What follows belongs to an exercise in optimizing a design on an open flow for small area, a short achievable clock period and few clock cycles per item; a production flow would make more cautious choices. At most, simulation tests tie the RTL to the original design; equivalence was not proved. For runs 6 and 7, only the layout was checked, not whether the RTL still works.

==> flow/design.v (outline; a module is shown in full before it is edited, if it fits) <==
// module booth_tree: 2483 lines
// module final_adder: 444 lines
// module mult_arbiter: 122 lines
module mult_arbiter #(
    parameter bit RR_EN = 1'b1
) (
    input  logic               clk,
    input  logic               rst,
    input  logic               req0_valid,
    input  logic signed [31:0] req0_a,
    input  logic signed [31:0] req0_b,
    output logic               req0_ready,
    input  logic               req1_valid,
    input  logic signed [31:0] req1_a,
    input  logic signed [31:0] req1_b,
    output logic               req1_ready,
    output logic               res_valid,
    input  logic               res_ready,
    output logic signed [63:0] res_data,
    output logic               res_id,
    output logic               busy
);
  // ...
==> flow/flow/run.sh <==
#!/bin/bash
# Standard ORFS layout (the standard.sh) with these changes:
#  - synthesis skips Yosys's internal "abc -fast" pre-mapping (synth -noabc),
#    so extract_fa maps the RTL's full adders without inverter pairs;
#  - the final abc mapping uses flow/abc.script (abc "map" instead of "&nf");
#  - port buffers use the smallest buffer cell (buf_1);
set -euo pipefail
HERE=$(pwd)
{
  sed -n '1s/-noshare {\*}/-noshare -noabc {*}/p' synth_recipe.tcl
  cat <<EOT
proc abc {args} {
  set i [lsearch -exact \$args -script]
  if {\$i >= 0} { set args [lreplace \$args [expr {\$i+1}] [expr {\$i+1}] $HERE/flow/abc.script] }
  yosys abc {*}\$args
}
EOT
  sed '1d' synth_recipe.tcl
} > flow_synth.tcl
grep -q -- '-noabc' flow_synth.tcl
sed "s#SYNTH_SCRIPT=[^ ]*#SYNTH_SCRIPT=$HERE/flow_synth.tcl#" standard.sh > flow_standard.sh
grep -q "SYNTH_SCRIPT=$HERE/flow_synth.tcl" flow_standard.sh
export BUFFER_PORTS_ARGS="-buffer_cell sky130_fd_sc_hd__buf_1"
EXTRA=()
if [[ -f flow/make_args.txt ]]; then
  while read -r l; do [[ -n "$l" ]] && EXTRA+=("$l"); done < flow/make_args.txt
fi
bash flow_standard.sh "${EXTRA[@]}" finish > flow_make.log 2>&1
==> flow/flow/abc.script <==
strash
dch
map -B 0.9
topo
stime -c
buffer -c
upsize -c
dnsize -c
==> flow/flow/make_args.txt <==
SETUP_SLACK_MARGIN=5.3
==> flow/standard.sh <==
#!/bin/bash
# synth_recipe.tcl (not shown) runs the flow's synth.tcl, then flattens the netlist and writes it again
# the make line also repeats each setting of config.mk as NAME=value (left out here)
make -C /OpenROAD-flow-scripts/flow DESIGN_CONFIG=/design/flow/config.mk WORK_HOME=/design/flow/orfs CLKGATE_MAP_FILE= SYNTH_SCRIPT=/design/flow/synth_recipe.tcl "${@:-finish}"
==> flow/config.mk <==
export PLATFORM = sky130hd
export DESIGN_NAME = mult_arbiter
export DESIGN_NICKNAME = mult_arbiter
export VERILOG_FILES = /design/flow/design.v
export SDC_FILE = /design/flow/constraint.sdc
export NUM_CORES = 4
export LEC_CHECK = 0
export CAP_MARGIN = 20
export CORE_MARGIN = 2
export CORE_UTILIZATION = 60
export SETUP_SLACK_MARGIN = 5
export SLEW_MARGIN = 20
export TNS_END_PERCENT = 0
==> flow/constraint.sdc <==
create_clock -name core_clock -period 10.0 [get_ports {clk}]
set_input_delay 2.0000 -clock core_clock [delete_from_list [all_inputs] [get_ports {clk}]]
set_output_delay 2.0000 -clock core_clock [all_outputs]
set_load 0.01 [all_outputs]
==> metrics.csv, run 1 <==
metric,value,unit
Die H,224,um
first-pass GRT wire length,138,mm
Top Usage Layer GRT,met2,
met2 usage,0.540,
Hold Fails Final Rpt,0,
Synth Area per Inst,9.92,sq um
Slew @ Worst Pin,0.907,ns
max-slew violation count,0,
top flop regs,"r_res_h0 (47), r_res_h1 (47), r_a_n (32)",
"CTS clk-pin slew, worst paths",0.08,ns
Die Wd,224,um
CTS tree,done,
clk latency of the worst-skew pair,0.52,ns
initial antenna violation count,1,
die area,50200,sq um
Routed Antenna Nets,0,
area of the multi-input gates,21900,sq um
worst clock skew,0.0245,ns
outcome,timing/DRC/antenna clean,
Post-CTS Resized,10,
vias in the first global route,24100,
CP arrival,2.68,ns
total CTS buffers,17,
placed cell count,3540,
Core Footprint,47700,sq um
detail-routed net length per standard cell,25.1,um
Testbench counts, summed over its fixed seeds: cycles 2,064, items 2,048.
==> run 2, diff against run 1 <==
--- a/flow/config.mk
+++ b/flow/config.mk
@@ -10,4 +10,5 @@
 export CORE_UTILIZATION = 60
+export GPL_ROUTABILITY_DRIVEN = 0
+export GPL_TIMING_DRIVEN = 1
 export SETUP_SLACK_MARGIN = 5
 export SLEW_MARGIN = 20
-export TNS_END_PERCENT = 0
==> run 2 against run 1 <==
  * Hold slack improved by 0.0040 ns
  * Sequential share of layout area fell by 0.12 points
  * Design area rose by 0.65%
  * Critical path type is now reg -> out
  * Critical endpoint is now res_data[53]
==> metrics.csv, run 2 <==
metric,value,unit,change
first-pass GRT wire length,143,mm,was 138 mm
Slew @ Worst Pin,1.01,ns,was 0.907 ns
number of diodes,0,,unchanged
Post-synth ARST share,0.0253,,unchanged
"CTS clk-pin slew, worst paths",0.07,ns,was 0.08 ns
outcome,timing/DRC/antenna clean,,unchanged
RSZ-0062 raised after global routing,true,,unchanged
Setup CP Type,reg -> out,,was in -> out
crit-path cells,ha_1 > nand2_4 > nor2_4 > nand2_4 > nor2_4 > nand2_2 > nand2_2 > nor2_4 > buf_12 > nand3_4 > nand2_4 > nand2_2 > nand2_1 > nand2_1 > buf_2,,was buf_1 > inv_1 > nand4_1 > inv_1 > buf_1
Placement Setup Slack,5.30,ns,was 5.31 ns
fin crit share,0.467,,was 0.468
io pins,202,,unchanged
Root Driver,clkbuf_16,,unchanged
vias in the first global route,24400,,"was 24,100"
Final Critical Period,4.67,ns,was 4.68 ns
clock tree buffer depth,2,,unchanged
most frequent cells in the layout,"xor2_1 (558), o22ai_1 (496), fa_1 (428)",,unchanged
critical path's top delay family,simple AND/OR/NAND/NOR gates,,was buffers and inverters
Die H,224,um,unchanged
detail-routed net length per standard cell,26.1,um,was 25.1 um
detailed placement HPWL,60.6,mm,was 59.5 mm
Mapped Area,29000,sq um,unchanged
htree depth,4,,unchanged
Final Setup Violations,0,,unchanged
sequential share of the synthesized area,0.204,,unchanged
hold_buf cts,0,,unchanged
DR vias,24100,,"was 23,800"
die area,50200,sq um,unchanged
Critical Path Fanout Max,5,,was 6
type of origin of the critical path,register,,was primary input
CP arrival,2.67,ns,was 2.68 ns
"most common cell after layout, fill and taps aside",xor2_1,,unchanged
Slew headroom,0.326,,was 0.395
grt ovf,0,,unchanged
Port Buffers,201,,unchanged
Synth Area per Inst,9.92,sq um,unchanged
prevailing post-synth register cell,edfxtp_1,,unchanged
Routed WL,94.2,mm,was 90.2 mm
Max Clk Rate,0.214,GHz,about the same
total CTS buffers,17,,unchanged
register bit count reported by yosys,198,,unchanged
worst clock skew,0.0173,ns,was 0.0245 ns
most common cell in the synthesized netlist,xor2_1,,unchanged
Fillers,3838,,"was 3,894"
Synth top area share,0.295,,unchanged
initial antenna violation count,0,,was 1
largest net degree at the start of global routing,80,,was 72
worst hold path type,reg -> reg,,unchanged
DR iter-0 viols,2858,,"was 2,638"
max-slew violation count,0,,unchanged
Cell variety after synth,41,,unchanged
leading area contributor after synthesis,fa_1,,unchanged
Initial Util,0.608,,unchanged
Total Nets Final,3667,,"was 3,659"
All-Layer GR Usage,0.379,,was 0.361
peak per-stage delay on the critical path,0.39,ns,was 0.18 ns
setup tns final,0,ns,unchanged
number of flops mapped to enable cells by yosys,193,,unchanged
Die Wd,224,um,unchanged
Hold Fails Final Rpt,0,,unchanged
Syn-to-layout area delta,9.48,%,was 8.77%
Sink Count,198,,unchanged
Mapped Cells,2926,,unchanged
First-pass DRT Iterations,6,,unchanged
Routed Antenna Nets,0,,unchanged
Core Footprint,47700,sq um,unchanged
fraction of layout cells with a size suffix above 1,0.101,,was 0.0895
syn_nets,3614,,unchanged
CP endpoint kind,output port,,unchanged
warnings from Yosys,1,,unchanged
max_cap viols,0,,unchanged
slowest CP cell,edfxtp_1,,was inv_1
row count,80,,unchanged
Via density,6.69,,was 6.61
number of remaining DRC errors,0,,unchanged
top flop regs,"r_res_h0 (47), r_res_h1 (47), r_a_n (32)",,unchanged
CP Buf/Inv Count,2,,was 4
clk latency of the worst-skew pair,0.51,ns,was 0.52 ns
most common library cells after synthesis,"xor2_1 (558), o22ai_1 (496), fa_1 (428)",,unchanged
CTS tree,done,,unchanged
Synth area leaders,"fa_1 (30%), edfxtp_1 (20%), xor2_1 (17%)",,unchanged
Worst EP required,8.00,ns,about the same
Setup WS post-layout,5.33,ns,was 5.32 ns
## run 2: cell counts after synthesis
Identical to the previous run, type by type.
## run 2: layer usage
metal,track usage,routed length [um],vias up
li1,-,-,10100
met1,0.520,36900,12000
met2,0.572,42300,1765
met3,0.110,12000,254
met4,0.144,2990,0
met5,0,0,-
## run 2: final cells by class
type                    instances  area, sq um  share of cell area
flip-flops and latches        198         5920               0.186
clock inverters                15          193             0.00606
well taps                     615          769              0.0242
repair buffers                317         1720              0.0540
inverters                     188          706              0.0222
multi-input cells            2257        22100               0.694
clock buffers                  17          425              0.0134
## run 2: repair_timing
item | 4_1_cts | 5_1_grt
setup buffers | 14 | 18
gates resized for setup | 69 | 82
cloned | 2 | 1
endpoints found under the setup margin | 37 | 53
pin swaps | 19 | 36
## run 2: kinds of logic after synthesis
kind of cell / share of synthesized area
mux: 0.0117
fa+ha+maj: 0.350
flops: 0.204
simple gates: 0.0696
compound gates: 0.133
buf+inv: 0.0623
xor+xnor: 0.169
## run 2: worst paths after layout
kind                            cells after the start  slack (ns)    startpoint            to
worst max-delay path                               15        5.33  r_res_h1[12]  res_data[53]
min in group asynchronous                           2        1.35           rst        r_turn
max in group asynchronous                           2        8.44           rst        r_room
worst min-delay path                                0        0.45         r_id1      r_res_id
worst max register to register                      9        5.44    r_one_n[0]  r_res_h1[17]
worst min register to register                      0        0.45         r_id1      r_res_id
## run 2: worst register-to-register path, cell delays in order (launching register included)
cell      delay, ns
edfxtp_1       0.37
buf_4          0.26
a21oi_1        0.23
xor2_1         0.43
fa_1           0.54
fa_1           0.51
fa_1           0.52
fa_1           0.46
fa_1           0.51
fa_1           0.48
## run 2: per-stage QoR
step                      cells   util  hold slack [ns]  instance area [sq um]
after global placement     3539  0.630            0.406                  30100
after global routing       3607  0.666            0.465                  31800
after detailed placement   3540  0.631            0.438                  30100
final                      3607  0.666            0.445                  31800
after CTS                  3588  0.655            0.455                  31300
after floorplan            2926      -            0.400                  29000
==> run 3, diff against run 2 <==
--- a/flow/config.mk
+++ b/flow/config.mk
@@ -10,4 +10,4 @@
 export CORE_UTILIZATION = 60
-export GPL_ROUTABILITY_DRIVEN = 0
-export GPL_TIMING_DRIVEN = 1
+export CTS_CLUSTER_DIAMETER = 80
+export CTS_CLUSTER_SIZE = 30
 export SETUP_SLACK_MARGIN = 5
==> run 3 against run 2 <==
  * Still clean
  * Sequential share of layout area about the same
  * Register-to-register slack better by 0.03 ns
  * Hold slack lost 0.0041 ns
  * Critical path type unchanged
  * Critical endpoint is now res_data[54]
==> metrics.csv, run 3 <==
metric,value,unit,change
outcome,timing/DRC/antenna clean,,unchanged
setup tns final,0,ns,unchanged
CP arrival,2.65,ns,was 2.67 ns
Reg-to-Reg Start,r_neg[4],,was r_one_n[0]
Synth Area per Inst,9.92,sq um,unchanged
DR vias,23800,,"was 24,100"
"most common cell after layout, fill and taps aside",xor2_1,,unchanged
initial antenna violation count,1,,was 0
most common library cells after synthesis,"xor2_1 (558), o22ai_1 (496), fa_1 (428)",,unchanged
worst clock skew,0.0236,ns,was 0.0173 ns
"CTS clk-pin slew, worst paths",0.08,ns,was 0.07 ns
Syn-to-layout area delta,9.27,%,was 9.48%
RSZ-0062 raised after global routing,true,,unchanged
Mapped Cells,2926,,unchanged
number of diodes,0,,unchanged
First-pass DRT Iterations,6,,unchanged
Post-synth ARST share,0.0253,,unchanged
max_cap viols,0,,unchanged
htree depth,4,,unchanged
Routed WL,90.1,mm,was 94.2 mm
DR iter-0 viols,2539,,"was 2,858"
type of origin of the critical path,register,,unchanged
final core utilization,0.665,,was 0.666
Total Nets Final,3668,,"was 3,667"
first-pass GRT wire length,139,mm,was 143 mm
Slew @ Worst Pin,0.898,ns,was 1.01 ns
Final Critical Period,4.65,ns,was 4.67 ns
Final GP Congestion,0.889,,
Synth top area share,0.295,,unchanged
die area,50200,sq um,unchanged
Sink Count,198,,unchanged
Die Wd,224,um,unchanged
CP endpoint kind,output port,,unchanged
top flop regs,"r_res_h0 (47), r_res_h1 (47), r_a_n (32)",,unchanged
CTS tree,done,,unchanged
Slew headroom,0.402,,was 0.326
leading area contributor after synthesis,fa_1,,unchanged
Core Footprint,47700,sq um,unchanged
Routed Antenna Nets,0,,unchanged
clk latency of the worst-skew pair,0.52,ns,was 0.51 ns
warnings from Yosys,1,,unchanged
Setup CP Type,reg -> out,,unchanged
total CTS buffers,17,,unchanged
Die H,224,um,unchanged
vias in the first global route,24300,,"was 24,400"
prevailing post-synth register cell,edfxtp_1,,unchanged
fraction of layout cells with a size suffix above 1,0.0959,,was 0.101
max-slew violation count,0,,unchanged
sequential share of the synthesized area,0.204,,unchanged
Final Setup Violations,0,,unchanged
Mapped Area,29000,sq um,unchanged
Hold Fails Final Rpt,0,,unchanged
Initial Util,0.608,,unchanged
Cell variety after synth,41,,unchanged
row count,80,,unchanged
grt ovf,0,,unchanged
Synth area leaders,"fa_1 (30%), edfxtp_1 (20%), xor2_1 (17%)",,unchanged
register bit count reported by yosys,198,,unchanged
most frequent cells in the layout,"xor2_1 (557), o22ai_1 (496), fa_1 (428)",,"was xor2_1 (558), o22ai_1 (496), fa_1 (428)"
Via density,6.60,,was 6.69
critical hold path startpoint,r_id1,,unchanged
clock tree buffer depth,2,,unchanged
detailed placement HPWL,59.5,mm,was 60.6 mm
most common cell in the synthesized netlist,xor2_1,,unchanged
number of remaining DRC errors,0,,unchanged
Port Buffers,201,,unchanged
Critical path origin,r_res_h0[10],,was r_res_h1[12]
Max Clk Rate,0.215,GHz,was 0.214 GHz
Critical Path Fanout Max,5,,unchanged
Root Driver,clkbuf_16,,unchanged
detail-routed net length per standard cell,25.0,um,was 26.1 um
number of flops mapped to enable cells by yosys,193,,unchanged
All-Layer GR Usage,0.363,,was 0.379
syn_nets,3614,,unchanged
worst hold path type,reg -> reg,,unchanged
Worst EP required,8.00,ns,about the same
io pins,202,,unchanged
largest net degree at the start of global routing,72,,was 80
fin crit share,0.465,,was 0.467
==> run 3: changes by cell type in the layout (fill, tap and decap cells not counted), sizes merged <==
cell / previous run / this run
clkbuf: 25 / 21
inv: 192 / 196
buf: 309 / 317
nand3: 64 / 61
clkinv: 9 / 3
clkinvlp: 0 / 2
==> run 3: logic make-up (layout without fill, tap and decap cells) <==
group	count (synthesis)	after routing	share of synthesized area
compound gates	639	639	0.133
xor+xnor	561	561	0.169
fa+ha+maj	555	555	0.350
buf+inv	474	541	0.0623
flops	198	198	0.204
mux	34	34	0.0117
simple gates	465	465	0.0696
==> run 3: worst paths after layout <==
path | endpoint | slack (ns) | cells after the start
min in group asynchronous | r_res_valid | 1.36 | 2
min | r_res_id | 0.44 | 0
max in group asynchronous | r_room | 8.43 | 2
max reg2reg | r_res_h1[21] | 5.47 | 10
max | res_data[54] | 5.35 | 15
min reg2reg | r_res_id | 0.44 | 0
==> run 3: what timing repair did <==
item                       CTS  global route
setup buffers               10            26
pin swaps                    5            35
resized for setup           46            84
gates cloned                 0             0
hold buffers                 0             0
setup endpoints to repair   35            49
hold endpoints to repair     0             0
==> run 3: metrics by stage <==
step / hold WS, ns / area [sq um] / instances / setup slack, ns
final: 0.441 / 31700 / 3608 / 5.35
after global routing: 0.448 / 31700 / 3608 / 5.21
after CTS: 0.443 / 31100 / 3582 / 5.29
after detailed placement: 0.430 / 30100 / 3540 / 5.31
after global placement: 0.416 / 30100 / 3539 / 5.00
after floorplan: 0.400 / 29000 / 2926 / 5.50
==> run 3: cell type report <==
| class | count | area, sq um |
|---|---|---|
| multi-input combinational | 2254 | 21900 |
| fill | 3873 | 16000 |
| sequential | 198 | 5920 |
| timing repair buffer | 321 | 1760 |
| tap | 615 | 769 |
| inverter | 188 | 706 |
| clock buffer | 17 | 425 |
| clock inverter | 15 | 201 |
==> run 3: metal layers <==
layer | vias up | GRT usage | share of wire | routed length (um)
met5 | - | 0 | 0.00014 | 13
met4 | 2 | 0.154 | 0.037 | 3300
met3 | 303 | 0.108 | 0.12 | 11100
met2 | 1624 | 0.544 | 0.44 | 39900
met1 | 11800 | 0.494 | 0.40 | 35800
li1 | 10100 | - | - | -
==> run 3: worst max-delay path: stages (launching register included) <==
cell and delay [ns]:
edfxtp_1 0.43, ha_4 0.28, nand2_2 0.09, inv_1 0.05, nand2_1 0.08, nand2_2 0.08, a21oi_2 0.18, nand2_4 0.12
nand2_4 0.11, nand3_4 0.17, buf_4 0.20, nand2_1 0.07, nand2_1 0.05, nand2_1 0.06, nand2_1 0.04, buf_2 0.14
==> run 4, diff against run 3 <==
--- a/flow/config.mk
+++ b/flow/config.mk
@@ -10,4 +10,2 @@
 export CORE_UTILIZATION = 60
-export CTS_CLUSTER_DIAMETER = 80
-export CTS_CLUSTER_SIZE = 30
 export SETUP_SLACK_MARGIN = 5
==> run 4 against run 3 <==
  * First-iteration DRC count stayed put
  * Via count did not move
  * Worst setup slack is the same
  * Sequential share of layout area did not move
  * Highest routed layer unchanged
  * Clock skew is the same
  * Clock-buffer cell count stayed put
  * Still clean on timing, DRC and antenna
  * Synthesized cell count unchanged
  * Wire length unchanged
==> metrics.csv, run 4 <==
metric,value,unit,change
io pins,202,,unchanged
Critical R2R Capture,r_res_h1[21],,unchanged
largest net degree at the start of global routing,72,,unchanged
"most common cell after layout, fill and taps aside",xor2_1,,unchanged
clk latency of the worst-skew pair,0.52,ns,about the same
Reg2Reg Depth,10,,unchanged
worst hold path type,reg -> reg,,unchanged
Max Clk Rate,0.215,GHz,unchanged
fin cells,3608,,unchanged
Synth top area share,0.295,,unchanged
placed cell count,3540,,unchanged
Die Wd,224,um,unchanged
register bit count reported by yosys,198,,unchanged
row count,80,,unchanged
hold slack,0.441,ns,unchanged
final instance area,31700,sq um,unchanged
grt ovf,0,,unchanged
die area,50200,sq um,unchanged
DR iter-0 viols,2539,,unchanged
outcome,timing/DRC/antenna clean,,unchanged
Cell variety after synth,41,,unchanged
type of origin of the critical path,register,,unchanged
Final Setup Violations,0,,unchanged
Setup CP Type,reg -> out,,unchanged
vias in the first global route,24300,,unchanged
hold_buf cts,0,,unchanged
Final GP Congestion,0.889,,unchanged
Root Driver,clkbuf_16,,unchanged
"CTS clk-pin slew, worst paths",0.08,ns,about the same
Mapped Cells,2926,,unchanged
Via density,6.60,,unchanged
Post-synth ARST share,0.0253,,unchanged
fin crit share,0.465,,unchanged
reg2reg setup slack,5.47,ns,about the same
detail-routed net length per standard cell,25.0,um,unchanged
Routed Antenna Nets,0,,unchanged
Critical Path Fanout Max,5,,unchanged
Setup WS post-layout,5.35,ns,unchanged
Syn-to-layout area delta,9.27,%,unchanged
Synth area leaders,"fa_1 (30%), edfxtp_1 (20%), xor2_1 (17%)",,unchanged
most frequent cells in the layout,"xor2_1 (557), o22ai_1 (496), fa_1 (428)",,unchanged
Synth Area per Inst,9.92,sq um,unchanged
sequential share of the synthesized area,0.204,,unchanged
Final Critical Period,4.65,ns,unchanged
peak per-stage delay on the critical path,0.43,ns,about the same
DR vias,23800,,unchanged
Initial Util,0.608,,unchanged
number of remaining DRC errors,0,,unchanged
max-slew violation count,0,,unchanged
Sink Count,198,,unchanged
Slew @ Worst Pin,0.898,ns,unchanged
final core utilization,0.665,,unchanged
Critical path origin,r_res_h0[10],,unchanged
initial antenna violation count,1,,unchanged
Fillers,3873,,unchanged
worst clock skew,0.0236,ns,unchanged
"most used cell, CP",nand2_1,,unchanged
clock tree buffer depth,2,,unchanged
prevailing post-synth register cell,edfxtp_1,,unchanged
setup tns final,0,ns,unchanged
Reg-to-Reg Start,r_neg[4],,unchanged
top flop regs,"r_res_h0 (47), r_res_h1 (47), r_a_n (32)",,unchanged
number of diodes,0,,unchanged
number of flops mapped to enable cells by yosys,193,,unchanged
most common library cells after synthesis,"xor2_1 (558), o22ai_1 (496), fa_1 (428)",,unchanged
htree depth,4,,unchanged
fraction of layout cells with a size suffix above 1,0.0959,,unchanged
Port Buffers,201,,unchanged
warnings from Yosys,1,,unchanged
detailed placement HPWL,59.5,mm,unchanged
Total Nets Final,3668,,unchanged
RSZ-0062 raised after global routing,true,,unchanged
slowest CP cell,edfxtp_1,,unchanged
crit-path cells,ha_4 > nand2_2 > inv_1 > nand2_1 > nand2_2 > a21oi_2 > nand2_4 > nand2_4 > nand3_4 > buf_4 > nand2_1 > nand2_1 > nand2_1 > nand2_1 > buf_2,,unchanged
Die H,224,um,unchanged
Core Footprint,47700,sq um,unchanged
Area after DPL,30100,sq um,unchanged
CP arrival,2.65,ns,about the same
most common cell in the synthesized netlist,xor2_1,,unchanged
first-pass GRT wire length,139,mm,unchanged
Mapped Area,29000,sq um,unchanged
CP endpoint kind,output port,,unchanged
leading area contributor after synthesis,fa_1,,unchanged
Worst EP required,8.00,ns,about the same
crit path capture,res_data[54],,unchanged
All-Layer GR Usage,0.363,,unchanged
Slew headroom,0.402,,unchanged
First-pass DRT Iterations,6,,unchanged
total CTS buffers,17,,unchanged
Placement Setup Slack,5.31,ns,unchanged
CTS tree,done,,unchanged
Routed WL,90.1,mm,unchanged
Hold Fails Final Rpt,0,,unchanged
max_cap viols,0,,unchanged
syn_nets,3614,,unchanged
==> run 4: cell counts after synthesis <==
No cell type changed its count.
==> run 4: logic make-up (layout without fill, tap and decap cells) <==
kind of cell               count (synthesis)  in the layout  share of synthesized area
muxes                                     34             34                     0.0117
adders and majority gates                555            555                      0.350
AOI/OAI and AO/OA                        639            639                      0.133
buffers and inverters                    474            541                     0.0623
and+or+nand+nor                          465            465                     0.0696
DFF                                      198            198                      0.204
xor gates and xnor gates                 561            561                      0.169
==> run 4: worst min-delay path by stage <==
stage / startpoint / cells past startpoint / to / slack (ns)
6_report: r_id1 / 0 / r_res_id / 0.44
5_1_grt: r_id1 / 0 / r_res_id / 0.45
4_1_cts: r_id1 / 0 / r_res_id / 0.44
3_5_place_dp: r_id1 / 0 / r_res_id / 0.43
3_3_place_gp: r_id1 / 0 / r_res_id / 0.42
2_1_floorplan: r_id1 / 0 / r_res_id / 0.40
==> run 4: layout make-up <==
| cell class | count | area [sq um] | share of cell area |
|---|---|---|---|
| clock inverters | 15 | 201 | 0.00635 |
| multi-input cells | 2254 | 21900 | 0.692 |
| well taps | 615 | 769 | 0.0243 |
| clock buffers | 17 | 425 | 0.0134 |
| flip-flops and latches | 198 | 5920 | 0.187 |
| inverters | 188 | 706 | 0.0222 |
| repair buffers | 321 | 1760 | 0.0555 |
==> run 4: repair_timing <==
| action | CTS | global route |
|---|---|---|
| endpoints found under the setup margin | 35 | 49 |
| resized for setup | 46 | 84 |
| buffers inserted | 10 | 26 |
| pin swaps | 5 | 35 |
==> run 4: worst max-delay path, delay by kind of cell (launching register included) <==
family	cells	cell delay [ns]
compound gates	1	0.18
fa+ha+maj	1	0.28
buf+inv	3	0.39
flops	1	0.43
simple gates	10	0.87
==> run 4: routing by layer <==
layer  up-vias  wire length [um]  track usage
met5         -                13            0
met4         2              3300        0.154
met3       303             11100        0.108
met2      1624             39900        0.544
met1     11800             35800        0.494
li1      10100                 -            -
==> run 5, diff against run 4 <==
--- a/flow/config.mk
+++ b/flow/config.mk
@@ -7,3 +7,3 @@
 export LEC_CHECK = 0
-export CAP_MARGIN = 20
+export CAP_MARGIN = 0
 export CORE_MARGIN = 2
@@ -11,2 +11,2 @@
 export SETUP_SLACK_MARGIN = 5
-export SLEW_MARGIN = 20
+export SLEW_MARGIN = 0
==> run 5 against run 4 <==
  * Synthesized area unchanged
  * Largest cell class unchanged
  * Clock skew hardly changed
  * First-iteration DRC count increased by 0.28%
  * Utilization increased by 0.12 points
  * Sequential share of layout area about the same
  * Design area is 0.19% higher
  * Non-clock buffer count fell by 1
  * Wire length rose by 0.58%
  * Die area did not move
  * Flip-flop and latch count stayed put
==> metrics.csv, run 5 <==
metric,value,unit,change
outcome,timing/DRC/antenna clean,,unchanged
Slew headroom,0.386,,was 0.402
htree depth,4,,unchanged
Mapped Area,29000,sq um,unchanged
placed cell count,3539,,"was 3,540"
initial antenna violation count,0,,was 1
grt ovf,0,,unchanged
row count,80,,unchanged
die area,50200,sq um,unchanged
First-pass DRT Iterations,6,,unchanged
hold_buf cts,0,,unchanged
fin cells,3607,,"was 3,608"
CTS tree,done,,unchanged
most common cell in the synthesized netlist,xor2_1,,unchanged
DR iter-0 viols,2546,,"was 2,539"
Critical Path Fanout Max,8,,was 5
fin crit share,0.466,,was 0.465
Die H,224,um,unchanged
top flop regs,"r_res_h0 (47), r_res_h1 (47), r_a_n (32)",,unchanged
All-Layer GR Usage,0.365,,was 0.363
Hold Fails Final Rpt,0,,unchanged
vias in the first global route,24400,,"was 24,300"
DR vias,23800,,about the same
max_cap viols,0,,unchanged
Die Wd,224,um,unchanged
leading area contributor after synthesis,fa_1,,unchanged
largest net degree at the start of global routing,72,,unchanged
Routed Antenna Nets,0,,unchanged
Port Buffers,201,,unchanged
Syn-to-layout area delta,9.47,%,was 9.27%
Setup WS post-layout,5.34,ns,was 5.35 ns
total CTS buffers,17,,unchanged
detail-routed net length per standard cell,25.1,um,was 25.0 um
Routed WL,90.6,mm,was 90.1 mm
Via density,6.61,,was 6.60
max-slew violation count,0,,unchanged
number of remaining DRC errors,0,,unchanged
Post-synth ARST share,0.0253,,unchanged
type of origin of the critical path,register,,unchanged
"CTS clk-pin slew, worst paths",0.08,ns,about the same
Initial Util,0.608,,unchanged
Worst EP required,8.00,ns,about the same
worst hold path type,reg -> reg,,unchanged
Final Setup Violations,0,,unchanged
Sink Count,198,,unchanged
number of flops mapped to enable cells by yosys,193,,unchanged
Synth top area share,0.295,,unchanged
Root Driver,clkbuf_16,,unchanged
Core Footprint,47700,sq um,unchanged
detailed placement HPWL,59.5,mm,about the same
Synth area leaders,"fa_1 (30%), edfxtp_1 (20%), xor2_1 (17%)",,unchanged
register bit count reported by yosys,198,,unchanged
Placement Setup Slack,4.92,ns,was 5.31 ns
first-pass GRT wire length,139,mm,about the same
syn_nets,3614,,unchanged
Cell variety after synth,41,,unchanged
sequential share of the synthesized area,0.204,,unchanged
Setup CP Type,reg -> out,,unchanged
Synth Area per Inst,9.92,sq um,unchanged
fraction of layout cells with a size suffix above 1,0.102,,was 0.0959
Final GP Congestion,0.889,,unchanged
"most common cell after layout, fill and taps aside",xor2_1,,unchanged
clk latency of the worst-skew pair,0.52,ns,about the same
io pins,202,,unchanged
Total Nets Final,3667,,"was 3,668"
CP endpoint kind,output port,,unchanged
CP arrival,2.66,ns,was 2.65 ns
Max Clk Rate,0.214,GHz,was 0.215 GHz
Area after DPL,30100,sq um,about the same
Mapped Cells,2926,,unchanged
number of diodes,0,,unchanged
most frequent cells in the layout,"xor2_1 (557), o22ai_1 (496), fa_1 (428)",,unchanged
Final Critical Period,4.66,ns,was 4.65 ns
warnings from Yosys,1,,unchanged
clock tree buffer depth,2,,unchanged
final core utilization,0.666,,was 0.665
worst clock skew,0.0238,ns,was 0.0236 ns
hold slack,0.438,ns,was 0.441 ns
prevailing post-synth register cell,edfxtp_1,,unchanged
RSZ-0062 raised after global routing,true,,unchanged
final instance area,31800,sq um,"was 31,700 sq um"
most common library cells after synthesis,"xor2_1 (558), o22ai_1 (496), fa_1 (428)",,unchanged
Slew @ Worst Pin,0.921,ns,was 0.898 ns
setup tns final,0,ns,unchanged
==> run 5: cell counts after synthesis <==
Identical to the previous run, type by type.
==> run 5: worst paths after layout <==
kind                              start            to  slack (ns)  cells past startpoint
hold reg to reg                   r_id1      r_res_id        0.44                      0
hold / removal                    r_id1      r_res_id        0.44                      0
setup / recovery           r_res_h0[32]  res_data[63]        5.34                     11
min in group asynchronous           rst        r_turn        1.38                      2
setup reg to reg              r_a_n[26]  r_res_h1[16]        5.45                      9
max in group asynchronous           rst        r_room        8.41                      2
==> run 5: layer usage <==
metal	global-route usage	vias to the layer above	share of wire
met3	0.100	294	0.12
met4	0.154	0	0.038
li1	-	10100	-
met5	0	-	0
met1	0.497	11800	0.40
met2	0.554	1675	0.44
==> run 5: logic make-up (layout without fill, tap and decap cells) <==
| family | after synthesis | after routing | synth area share |
|---|---|---|---|
| adders and majority gates | 555 | 555 | 0.350 |
| and+or+nand+nor | 465 | 465 | 0.0696 |
| muxes | 34 | 34 | 0.0117 |
| buffers and inverters | 474 | 540 | 0.0623 |
| AOI/OAI and AO/OA | 639 | 639 | 0.133 |
| DFF | 198 | 198 | 0.204 |
| xor gates and xnor gates | 561 | 561 | 0.169 |
==> run 5: final cells by class <==
class | instances | area [sq um]
Tap cell | 615 | 769
Timing Repair Buffer | 320 | 1760
Clock inverter | 14 | 174
Multi-Input combinational cell | 2254 | 22000
Fill cell | 3865 | 16000
Clock buffer | 18 | 429
Sequential cell | 198 | 5920
Inverter | 188 | 706
==> run 5: repair_timing <==
action	in CTS	in global routing
pin swaps	13	42
resized for setup	51	108
setup buffers	15	21
setup endpoints to repair	59	49
==> run 5: worst max-delay path, stage by stage (launching register included) <==
cell      delay, ns
edfxtp_1       0.39
ha_1           0.35
nand2_1        0.10
nor2_1         0.23
nand2_1        0.11
inv_1          0.15
nand2_2        0.17
nor2_4         0.26
nand3_1        0.11
nor2_1         0.12
nor2_2         0.05
clkbuf_2       0.12
==> module mult_arbiter, before the edit <==
module mult_arbiter #(
    parameter bit RR_EN = 1'b1
) (
    input  logic               clk,
    input  logic               rst,
    input  logic               req0_valid,
    input  logic signed [31:0] req0_a,
    input  logic signed [31:0] req0_b,
    output logic               req0_ready,
    input  logic               req1_valid,
    input  logic signed [31:0] req1_a,
    input  logic signed [31:0] req1_b,
    output logic               req1_ready,
    output logic               res_valid,
    input  logic               res_ready,
    output logic signed [63:0] res_data,
    output logic               res_id,
    output logic               busy
);
    logic               r_last_grant;
    logic               r_v1;
    logic               r_id1;
    logic        [31:0] r_a_n;
    logic        [15:0] r_one_n;
    logic        [15:0] r_two_n;
    logic        [15:0] r_neg;
    logic               r_res_valid;
    logic               r_room;
    logic               r_turn;
    logic               r_res_id;
    logic      [16-1:0] r_res_lo;
    logic               r_res_lc;
    logic      [63-16:0] r_res_h0;
    logic      [47-1:0] r_res_h1;
    logic               w_turn;
    logic               w_pick1;
    logic               w_v1_next;
    logic               w_res_valid_next;
    logic               w_s1_free;
    logic               w_accept;
    logic               w_load_out;
    logic        [63:0] w_s0;
    logic      [62-1:0] w_s1;
    logic        [63:0] w_s1_x;
    logic      [16-1:0] w_lo;
    logic               w_lo_c;
    logic      [63-16:0] w_h1_x;
    logic        [31:0] w_b;
    logic        [32:0] w_bx;
    logic        [15:0] w_one;
    logic        [15:0] w_two;
    logic        [15:0] w_neg;
    assign w_turn     = RR_EN ? !r_last_grant : 1'b0;
    assign w_pick1    = req1_valid && (!req0_valid || w_turn);
    assign w_load_out = r_v1 && (!r_res_valid || res_ready);
    assign w_s1_free  = !r_v1 || !r_res_valid || res_ready;
    assign req0_ready = !rst && req0_valid && (r_room || res_ready) && (!req1_valid || !r_turn);
    assign req1_ready = !rst && req1_valid && (r_room || res_ready) && (!req0_valid ||  r_turn);
    assign w_accept   = req0_ready || req1_ready;
    assign w_v1_next        = w_accept || (r_v1 && !w_load_out);
    assign w_res_valid_next = w_load_out || (r_res_valid && !res_ready);
    assign w_b  = w_pick1 ? req1_b : req0_b;
    assign w_bx = {w_b, 1'b0};
    for (genvar j = 0; j < 16; j++) begin : g_enc
        assign w_one[j] = w_bx[2*j+1] ^ w_bx[2*j];
        assign w_two[j] = (w_bx[2*j+2] & ~w_bx[2*j+1] & ~w_bx[2*j]) |
                          (~w_bx[2*j+2] & w_bx[2*j+1] & w_bx[2*j]);
        assign w_neg[j] = w_bx[2*j+2] & ~(w_bx[2*j+1] & w_bx[2*j]);
    end
    booth_tree u_tree (
        .i_a   (~r_a_n),
        .i_one (~r_one_n),
        .i_two (~r_two_n),
        .i_neg (r_neg),
        .o_s0  (w_s0),
        .o_s1  (w_s1)
    );
    always_ff @(posedge clk or posedge rst) begin
        if (rst) begin
            r_last_grant <= 1'b1;
            r_v1         <= 1'b0;
            r_res_valid  <= 1'b0;
            r_room       <= 1'b1;
            r_turn       <= 1'b0;
        end else begin
            if (w_accept) r_last_grant <= w_pick1;
            r_v1        <= w_v1_next;
            r_res_valid <= w_res_valid_next;
            r_room      <= !(w_v1_next && w_res_valid_next);
            r_turn      <= RR_EN && !(w_accept ? w_pick1 : r_last_grant);
        end
    end
    always_ff @(posedge clk) begin
        if (w_s1_free) begin
            r_a_n   <= ~(w_pick1 ? req1_a : req0_a);
            r_one_n <= ~w_one;
            r_two_n <= ~w_two;
            r_neg <= w_neg;
            r_id1 <= w_pick1;
        end
        if (w_load_out) begin
            r_res_lo   <= w_lo;
            r_res_lc   <= w_lo_c;
            r_res_h0   <= w_s0[63:16];
            r_res_h1   <= {w_s1[61], w_s1[60], w_s1[59], w_s1[58], w_s1[57], w_s1[56], w_s1[55], w_s1[54], w_s1[53], w_s1[52], w_s1[51], w_s1[50], w_s1[49], w_s1[48], w_s1[47], w_s1[46], w_s1[45], w_s1[44], w_s1[43], w_s1[42], w_s1[41], w_s1[40], w_s1[39], w_s1[38], w_s1[37], w_s1[36], w_s1[35], w_s1[34], w_s1[33], w_s1[32], w_s1[31], w_s1[30], w_s1[29], w_s1[28], w_s1[27], w_s1[26], w_s1[25], w_s1[24], w_s1[23], w_s1[22], w_s1[21], w_s1[20], w_s1[19], w_s1[18], w_s1[17], w_s1[16], w_s1[15]};
            r_res_id   <= r_id1;
        end
    end
    assign res_valid = r_res_valid;
    assign w_s1_x = {1'b0, w_s1[61], w_s1[60], w_s1[59], w_s1[58], w_s1[57], w_s1[56], w_s1[55], w_s1[54], w_s1[53], w_s1[52], w_s1[51], w_s1[50], w_s1[49], w_s1[48], w_s1[47], w_s1[46], w_s1[45], w_s1[44], w_s1[43], w_s1[42], w_s1[41], w_s1[40], w_s1[39], w_s1[38], w_s1[37], w_s1[36], w_s1[35], w_s1[34], w_s1[33], w_s1[32], w_s1[31], w_s1[30], w_s1[29], w_s1[28], w_s1[27], w_s1[26], w_s1[25], w_s1[24], w_s1[23], w_s1[22], w_s1[21], w_s1[20], w_s1[19], w_s1[18], w_s1[17], w_s1[16], w_s1[15], w_s1[14], w_s1[13], w_s1[12], w_s1[11], w_s1[10], w_s1[9], w_s1[8], w_s1[7], w_s1[6], w_s1[5], w_s1[4], w_s1[3], w_s1[2], w_s1[1], 1'b0, w_s1[0]};
    assign {w_lo_c, w_lo} = w_s0[16-1:0] + w_s1_x[16-1:0];
    assign w_h1_x = {1'b0, r_res_h1[46], r_res_h1[45], r_res_h1[44], r_res_h1[43], r_res_h1[42], r_res_h1[41], r_res_h1[40], r_res_h1[39], r_res_h1[38], r_res_h1[37], r_res_h1[36], r_res_h1[35], r_res_h1[34], r_res_h1[33], r_res_h1[32], r_res_h1[31], r_res_h1[30], r_res_h1[29], r_res_h1[28], r_res_h1[27], r_res_h1[26], r_res_h1[25], r_res_h1[24], r_res_h1[23], r_res_h1[22], r_res_h1[21], r_res_h1[20], r_res_h1[19], r_res_h1[18], r_res_h1[17], r_res_h1[16], r_res_h1[15], r_res_h1[14], r_res_h1[13], r_res_h1[12], r_res_h1[11], r_res_h1[10], r_res_h1[9], r_res_h1[8], r_res_h1[7], r_res_h1[6], r_res_h1[5], r_res_h1[4], r_res_h1[3], r_res_h1[2], r_res_h1[1], r_res_h1[0]};
    final_adder u_add (
        .i_x (r_res_h0),
        .i_y (w_h1_x),
        .i_c (r_res_lc),
        .o_s (res_data[63:16])
    );
    assign res_data[16-1:0] = r_res_lo;
    assign res_id    = r_res_id;
    assign busy      = r_v1 || r_res_valid;
endmodule
==> run 6, diff against run 5 <==
--- a/flow/design.v
+++ b/flow/design.v
@@ -2952,3 +2952,3 @@
     logic        [15:0] r_two_n;
-    logic        [15:0] r_neg;
+    logic        [15:0] r_neg_n;
     logic               r_res_valid;
@@ -3000,3 +3000,3 @@
         .i_two (~r_two_n),
-        .i_neg (r_neg),
+        .i_neg (~r_neg_n),
         .o_s0  (w_s0),
@@ -3024,3 +3024,3 @@
             r_two_n <= ~w_two;
-            r_neg <= w_neg;
+            r_neg_n <= ~w_neg;
             r_id1 <= w_pick1;
==> flow/flow/make_args.txt (replaced) <==
SETUP_SLACK_MARGIN=5.4
--- a/flow/config.mk
+++ b/flow/config.mk
@@ -7,3 +7,3 @@
 export LEC_CHECK = 0
-export CAP_MARGIN = 0
+export CAP_MARGIN = 20
 export CORE_MARGIN = 2
@@ -11,2 +11,2 @@
 export SETUP_SLACK_MARGIN = 5
-export SLEW_MARGIN = 0
+export SLEW_MARGIN = 20
==> run 6 against run 5 <==
  * Wire length increased by 8.2%
  * Flip-flop and latch count unchanged
  * Critical path type unchanged
  * Register-to-register slack improved by 0.02 ns
  * Final cell count grew 0.42%
  * Global-route usage grew 2.6 points
  * Clock-buffer cell count shrank 1
  * Largest cell class unchanged
  * Critical path depth increased by 2
  * First-iteration DRC count rose by 15%
  * Non-clock buffer count grew 8
  * Via count is 2.9% higher
  * Highest routed layer unchanged
==> metrics.csv, run 6 <==
metric,value,unit,change
"most common cell after layout, fill and taps aside",xor2_1,,unchanged
fraction of layout cells with a size suffix above 1,0.133,,was 0.102
total CTS buffers,17,,unchanged
DR vias,24500,,"was 23,800"
Initial Util,0.609,,was 0.608
initial antenna violation count,0,,unchanged
DR iter-0 viols,2922,,"was 2,546"
clock tree buffer depth,2,,unchanged
Slew headroom,0.281,,was 0.386
prevailing post-synth register cell,edfxtp_1,,unchanged
sequential share of the synthesized area,0.203,,was 0.204
final core utilization,0.677,,was 0.666
Detail Route met2 WL,43.5,mm,was 40.2 mm
Post-synth ARST share,0.0253,,unchanged
largest net degree at the start of global routing,83,,was 72
Reg2Reg Depth,9,,unchanged
CP arrival,2.66,ns,about the same
setup tns final,0,ns,unchanged
RSZ-0062 raised after global routing,true,,unchanged
clk latency of the worst-skew pair,0.52,ns,about the same
Final Setup Violations,0,,unchanged
Metal-1 WL,37.3,mm,was 35.8 mm
worst clock skew,0.0223,ns,was 0.0238 ns
first-pass GRT wire length,147,mm,was 139 mm
type of origin of the critical path,register,,unchanged
most frequent cells in the layout,"xor2_1 (556), o22ai_1 (499), fa_1 (428)",,"was xor2_1 (557), o22ai_1 (496), fa_1 (428)"
detail-routed net length per standard cell,27.1,um,was 25.1 um
top flop regs,"r_res_h0 (47), r_res_h1 (47), r_a_n (32)",,unchanged
io pins,202,,unchanged
WHS Endpoint,r_res_id,,unchanged
critical hold path startpoint,r_id1,,unchanged
Mapped Area,29100,sq um,"was 29,000 sq um"
Sink Count,198,,unchanged
Total Nets Final,3682,,"was 3,667"
most common cell in the synthesized netlist,xor2_1,,unchanged
First-pass DRT Iterations,6,,unchanged
leading area contributor after synthesis,fa_1,,unchanged
Cell variety after synth,40,,was 41
Port Buffers,201,,unchanged
register bit count reported by yosys,198,,unchanged
CTS tree,done,,unchanged
"CTS clk-pin slew, worst paths",0.08,ns,about the same
Synth top area share,0.294,,was 0.295
max_cap viols,0,,unchanged
hold slack,0.428,ns,was 0.438 ns
number of remaining DRC errors,0,,unchanged
Root Driver,clkbuf_16,,unchanged
Critical Path Fanout Max,5,,was 8
max-slew violation count,0,,unchanged
Syn-to-layout area delta,11.2,%,was 9.47%
detailed placement HPWL,62.2,mm,was 59.5 mm
number of diodes,0,,unchanged
htree depth,4,,unchanged
reg2reg setup slack,5.47,ns,was 5.45 ns
Core Footprint,47800,sq um,"was 47,700 sq um"
die area,50300,sq um,"was 50,200 sq um"
row count,80,,unchanged
Routed Antenna Nets,0,,unchanged
Max Clk Rate,0.215,GHz,was 0.214 GHz
Reg-to-Reg Start,r_two_n[6],,was r_a_n[26]
Mapped Cells,2917,,"was 2,926"
warnings from Yosys,1,,unchanged
Setup CP Type,reg -> out,,unchanged
Final GP Congestion,0.900,,was 0.889
Die H,224,um,about the same
syn_nets,3605,,"was 3,614"
Die Wd,224,um,about the same
fin crit share,0.466,,about the same
All-Layer GR Usage,0.391,,was 0.365
Synth area leaders,"fa_1 (29%), edfxtp_1 (20%), xor2_1 (17%)",,"was fa_1 (30%), edfxtp_1 (20%), xor2_1 (17%)"
most common library cells after synthesis,"xor2_1 (557), o22ai_1 (500), fa_1 (428)",,"was xor2_1 (558), o22ai_1 (496), fa_1 (428)"
number of flops mapped to enable cells by yosys,193,,unchanged
Hold Fails Final Rpt,0,,unchanged
Final Critical Period,4.66,ns,about the same
outcome,timing/DRC/antenna clean,,unchanged
Routed WL,98.1,mm,was 90.6 mm
worst hold path type,reg -> reg,,unchanged
Highest Signal Layer,met4,,unchanged
CP endpoint kind,output port,,unchanged
Via density,6.77,,was 6.61
Critical R2R Capture,r_res_h1[20],,was r_res_h1[16]
vias in the first global route,25000,,"was 24,400"
Slew @ Worst Pin,1.08,ns,was 0.921 ns
routed wl met3,12.7,mm,was 11.2 mm
Worst EP required,8.00,ns,about the same
grt ovf,0,,unchanged
WHS Path Cells,0,,unchanged
Synth Area per Inst,9.98,sq um,was 9.92 sq um
==> run 6: worst max path at each step <==
stage,from,endpoint,slack (ns),cells past startpoint
finish,r_res_h1[22],res_data[58],5.34,13
global route,r_res_h0[43],res_data[63],5.28,11
detailed placement,r_neg_n[0],r_res_h1[19],5.07,9
CTS,r_res_h1[21],res_data[63],5.31,12
global placement,r_neg_n[0],r_res_h1[17],5.12,8
floorplan,res_ready,r_a_n[0],5.60,2
==> run 6: routing by layer <==
layer,vias up,GRT usage
met2,1955,0.592
met5,-,0
li1,10100,-
met4,0,0.173
met1,12100,0.527
met3,390,0.114
==> run 6: cell type report <==
class | count | area [sq um]
clock inverter | 15 | 141
timing repair buffer | 328 | 1980
tap | 615 | 769
multi-input combinational | 2240 | 22300
fill | 3794 | 15500
clock buffer | 17 | 425
sequential | 198 | 5920
inverter | 209 | 821
==> run 6: cell families (layout without fill, tap and decap cells) <==
logic type,after synthesis,after routing,synth area share
multiplexers,34,34,0.0117
flip-flops,198,198,0.203
AO/OA/AOI/OAI,646,646,0.135
AND/OR/NAND/NOR,436,439,0.0664
buffers and inverters,482,569,0.0649
adder cells (fa/ha/maj),555,555,0.349
XOR/XNOR,566,566,0.170
==> run 6: critical path, stage by stage (launching register included) <==
cell	delay, ns
edfxtp_1	0.47
ha_4	0.31
nand2_2	0.10
inv_1	0.07
a21boi_4	0.23
nand2_4	0.09
a21oi_4	0.17
buf_8	0.17
nand2_8	0.11
nand2_4	0.10
nand2_2	0.06
nand2_2	0.06
nand2_2	0.07
buf_6	0.12
==> run 6: metrics by stage <==
stage	setup WS [ns]	std cells	instance area (sq um)
2_1_floorplan	5.60	2917	29100
3_3_place_gp	5.12	3542	30200
3_5_place_dp	5.07	3542	30200
4_1_cts	5.31	3598	31600
5_1_grt	5.28	3622	32400
6_report	5.34	3622	32400
==> run 6: what timing repair did <==
item	in CTS	in global routing
buffers inserted	22	23
setup endpoints to repair	81	61
pin swaps	17	49
gates resized for setup	135	149
hold endpoints to repair	0	0
hold buffers	0	0
cloned	2	1
==> run 7, diff against run 6 <==
==> flow/flow/make_args.txt (replaced) <==
SETUP_SLACK_MARGIN=5.3
==> run 7 against run 6 <==
  * Still clean on timing, DRC and antenna
  * First-iteration DRC count grew 3.7%
  * Worst setup slack gained 0.019 ns
  * Wire length shrank 1.0%
  * Design area shrank 1.5%
  * Non-clock buffer count shrank 8
  * Via count shrank 0.49%
  * Critical path depth grew 1
  * Global-route usage shrank 0.33 points
  * Synthesized area is the same
  * Synthesized cell count is the same
  * Critical endpoint is now res_data[59]
  * Largest cell class unchanged
  * Highest routed layer unchanged
==> metrics.csv, run 7 <==
metric,value,unit,change
outcome,timing/DRC/antenna clean,,unchanged
Port Buffers,201,,unchanged
CP endpoint kind,output port,,unchanged
WHS Path Cells,0,,unchanged
Synth area leaders,"fa_1 (29%), edfxtp_1 (20%), xor2_1 (17%)",,unchanged
Sink Count,198,,unchanged
crit path capture,res_data[59],,was res_data[58]
Slew @ Worst Pin,1.07,ns,was 1.08 ns
hold_buf cts,0,,unchanged
Final GP Congestion,0.900,,unchanged
Final Critical Period,4.64,ns,was 4.66 ns
sequential share of the synthesized area,0.203,,unchanged
prevailing post-synth register cell,edfxtp_1,,unchanged
Die H,224,um,unchanged
most common cell in the synthesized netlist,xor2_1,,unchanged
reg2reg setup slack,5.42,ns,was 5.47 ns
Critical path origin,r_res_h0[34],,was r_res_h1[22]
leading area contributor after synthesis,fa_1,,unchanged
fin cells,3613,,"was 3,622"
row count,80,,unchanged
Synth top area share,0.294,,unchanged
syn_nets,3605,,unchanged
Total Nets Final,3673,,"was 3,682"
number of flops mapped to enable cells by yosys,193,,unchanged
Die Wd,224,um,unchanged
io pins,202,,unchanged
type of origin of the critical path,register,,unchanged
Worst EP required,8.00,ns,about the same
Root Driver,clkbuf_16,,unchanged
Max Clk Rate,0.215,GHz,about the same
First-pass DRT Iterations,7,,was 6
Final Setup Violations,0,,unchanged
Synth Area per Inst,9.98,sq um,unchanged
Routed WL,97.1,mm,was 98.1 mm
DR vias,24400,,"was 24,500"
slowest CP cell,edfxtp_1,,unchanged
most frequent cells in the layout,"xor2_1 (556), o22ai_1 (500), fa_1 (428)",,"was xor2_1 (556), o22ai_1 (499), fa_1 (428)"
max_cap viols,0,,unchanged
htree depth,4,,unchanged
vias in the first global route,24900,,"was 25,000"
All-Layer GR Usage,0.388,,was 0.391
Critical Path Fanout Max,7,,was 5
"CTS clk-pin slew, worst paths",0.08,ns,about the same
worst hold path type,reg -> reg,,unchanged
Mapped Cells,2917,,unchanged
Initial Util,0.609,,unchanged
register bit count reported by yosys,198,,unchanged
fin crit share,0.464,,was 0.466
grt ovf,0,,unchanged
top flop regs,"r_res_h0 (47), r_res_h1 (47), r_a_n (32)",,unchanged
max-slew violation count,0,,unchanged
clock tree buffer depth,2,,unchanged
initial antenna violation count,1,,was 0
detail-routed net length per standard cell,26.9,um,was 27.1 um
number of diodes,0,,unchanged
Routed Antenna Nets,0,,unchanged
RSZ-0062 raised after global routing,true,,unchanged
Reg-to-Reg Start,r_a_n[26],,was r_two_n[6]
Via density,6.75,,was 6.77
most common library cells after synthesis,"xor2_1 (557), o22ai_1 (500), fa_1 (428)",,unchanged
number of remaining DRC errors,0,,unchanged
placed cell count,3542,,unchanged
clk latency of the worst-skew pair,0.52,ns,about the same
worst clock skew,0.0209,ns,was 0.0223 ns
Syn-to-layout area delta,9.48,%,was 11.2%
Critical R2R Capture,r_res_h1[13],,was r_res_h1[20]
warnings from Yosys,1,,unchanged
DR iter-0 viols,3031,,"was 2,922"
CP arrival,2.64,ns,was 2.66 ns
peak per-stage delay on the critical path,0.38,ns,was 0.47 ns
Slew headroom,0.288,,was 0.281
first-pass GRT wire length,146,mm,was 147 mm
crit-path cells,ha_1 > inv_1 > nor2_4 > nand2_2 > inv_2 > nand2_1 > nor2_2 > nand2_4 > nor3_2 > nand2_2 > nand2_1 > nand2_1 > nand2_2 > buf_2,,was ha_4 > nand2_2 > inv_1 > a21boi_4 > nand2_4 > a21oi_4 > buf_8 > nand2_8 > nand2_4 > nand2_2 > nand2_2 > nand2_2 > buf_6
largest net degree at the start of global routing,83,,unchanged
total CTS buffers,17,,unchanged
CTS tree,done,,unchanged
Reg2Reg Depth,10,,was 9
Core Footprint,47800,sq um,unchanged
fraction of layout cells with a size suffix above 1,0.111,,was 0.133
Setup CP Type,reg -> out,,unchanged
detailed placement HPWL,62.2,mm,unchanged
Hold Fails Final Rpt,0,,unchanged
hold slack,0.428,ns,about the same
setup tns final,0,ns,unchanged
"most common cell after layout, fill and taps aside",xor2_1,,unchanged
Cell variety after synth,40,,unchanged
Mapped Area,29100,sq um,unchanged
die area,50300,sq um,unchanged
Post-synth ARST share,0.0253,,unchanged
==> run 7: what timing repair did <==
item	4_1_cts	5_1_grt
setup endpoints to repair	59	61
pin swaps	7	31
setup buffers	9	28
resized for setup	61	116
hold endpoints to repair	0	0
cloned	1	1
==> run 7: final cells by class <==
class,instances,area [sq um]
fillers,3851,16000
repair buffers,320,1780
inverters,209,802
multi-input cells,2239,22000
well taps,615,769
clock inverters,15,141
clock buffers,17,425
flip-flops and latches,198,5920
==> run 7: worst max-delay path, delay by kind of cell (launching register included) <==
kind | cells | cell delay, ns
adders and majority gates | 1 | 0.34
buffers and inverters | 3 | 0.31
DFF | 1 | 0.38
and+or+nand+nor | 10 | 1.10
==> run 7: how the worst min path moves through the flow <==
stage	slack (ns)	start	endpoint
3_3_place_gp	0.40	r_id1	r_res_id
3_5_place_dp	0.42	r_id1	r_res_id
2_1_floorplan	0.40	r_id1	r_res_id
6_report	0.43	r_id1	r_res_id
4_1_cts	0.43	r_id1	r_res_id
5_1_grt	0.44	r_id1	r_res_id
==> run 7: cell families (layout without fill, tap and decap cells) <==
| logic type | after synthesis | in the layout | share of synthesized area |
|---|---|---|---|
| AO/OA/AOI/OAI | 646 | 646 | 0.135 |
| XOR/XNOR | 566 | 566 | 0.170 |
| adder cells (fa/ha/maj) | 555 | 555 | 0.349 |
| buffers and inverters | 482 | 561 | 0.0649 |
| flip-flops | 198 | 198 | 0.203 |
| multiplexers | 34 | 34 | 0.0117 |
| AND/OR/NAND/NOR | 436 | 438 | 0.0664 |
==> run 7: per-stage QoR <==
step | instance area [sq um] | setup WS (ns) | utilization
finish | 31900 | 5.36 | 0.666
global route | 31900 | 5.18 | 0.666
CTS | 31100 | 5.30 | 0.651
detailed placement | 30200 | 5.07 | 0.631
global placement | 30200 | 5.12 | 0.631
floorplan | 29100 | 5.60 | -
==> run 7: layer usage <==
layer	track usage	vias up	wire, um
li1	-	10100	-
met1	0.523	12000	37000
met2	0.584	1907	43100
met3	0.113	371	12700
met4	0.174	0	4290
met5	0	-	0

[port drivers added, routing unchanged]
No port has a modelled driver above. Below, the same layouts with a new extraction and two added sets of constraints.
Step 1: set_driving_cell puts a clkbuf_16 on clk and a buf_2 on each other input, an assumption about the parent block.
Step 2 adds t to the input delays and takes it off the output delays; t is the mean of the earliest and latest rising clock arrival at the registers after step 1. Input paths then give back, and output paths get back, about the clock's delay inside the block.
Three values: no drivers, after step 1, after step 2; two values: the first two.
run	t (ns)	setup slack, ns	hold WS [ns]	worst setup path at the end	worst register clock-pin slew, ns
run 1	0.566	5.319 / 5.262 / 5.298	0.441 / 0.441 / 0.441	input to output	0.09 / 0.09
run 2	0.562	5.329 / 5.267 / 5.355	0.445 / 0.445 / 0.445	input to output	0.09 / 0.09
run 3	0.567	5.353 / 5.294 / 5.369	0.441 / 0.441 / 0.441	input to output	0.09 / 0.09
run 4	0.567	5.353 / 5.294 / 5.369	0.441 / 0.441 / 0.441	input to output	0.09 / 0.09
run 5	0.564	5.337 / 5.278 / 5.370	0.438 / 0.438 / 0.438	input to output	0.09 / 0.09
run 6	0.569	5.340 / 5.279 / 5.368	0.428 / 0.428 / 0.428	input to output	0.09 / 0.09
run 7	0.571	5.360 / 5.298 / 5.361	0.428 / 0.428 / 0.428	input to output	0.09 / 0.09
After both steps setup and hold are still met in every run listed. The setup slack of run 1, which loses most, moves by -0.057 ns with the drivers and by -0.021 ns with both steps.
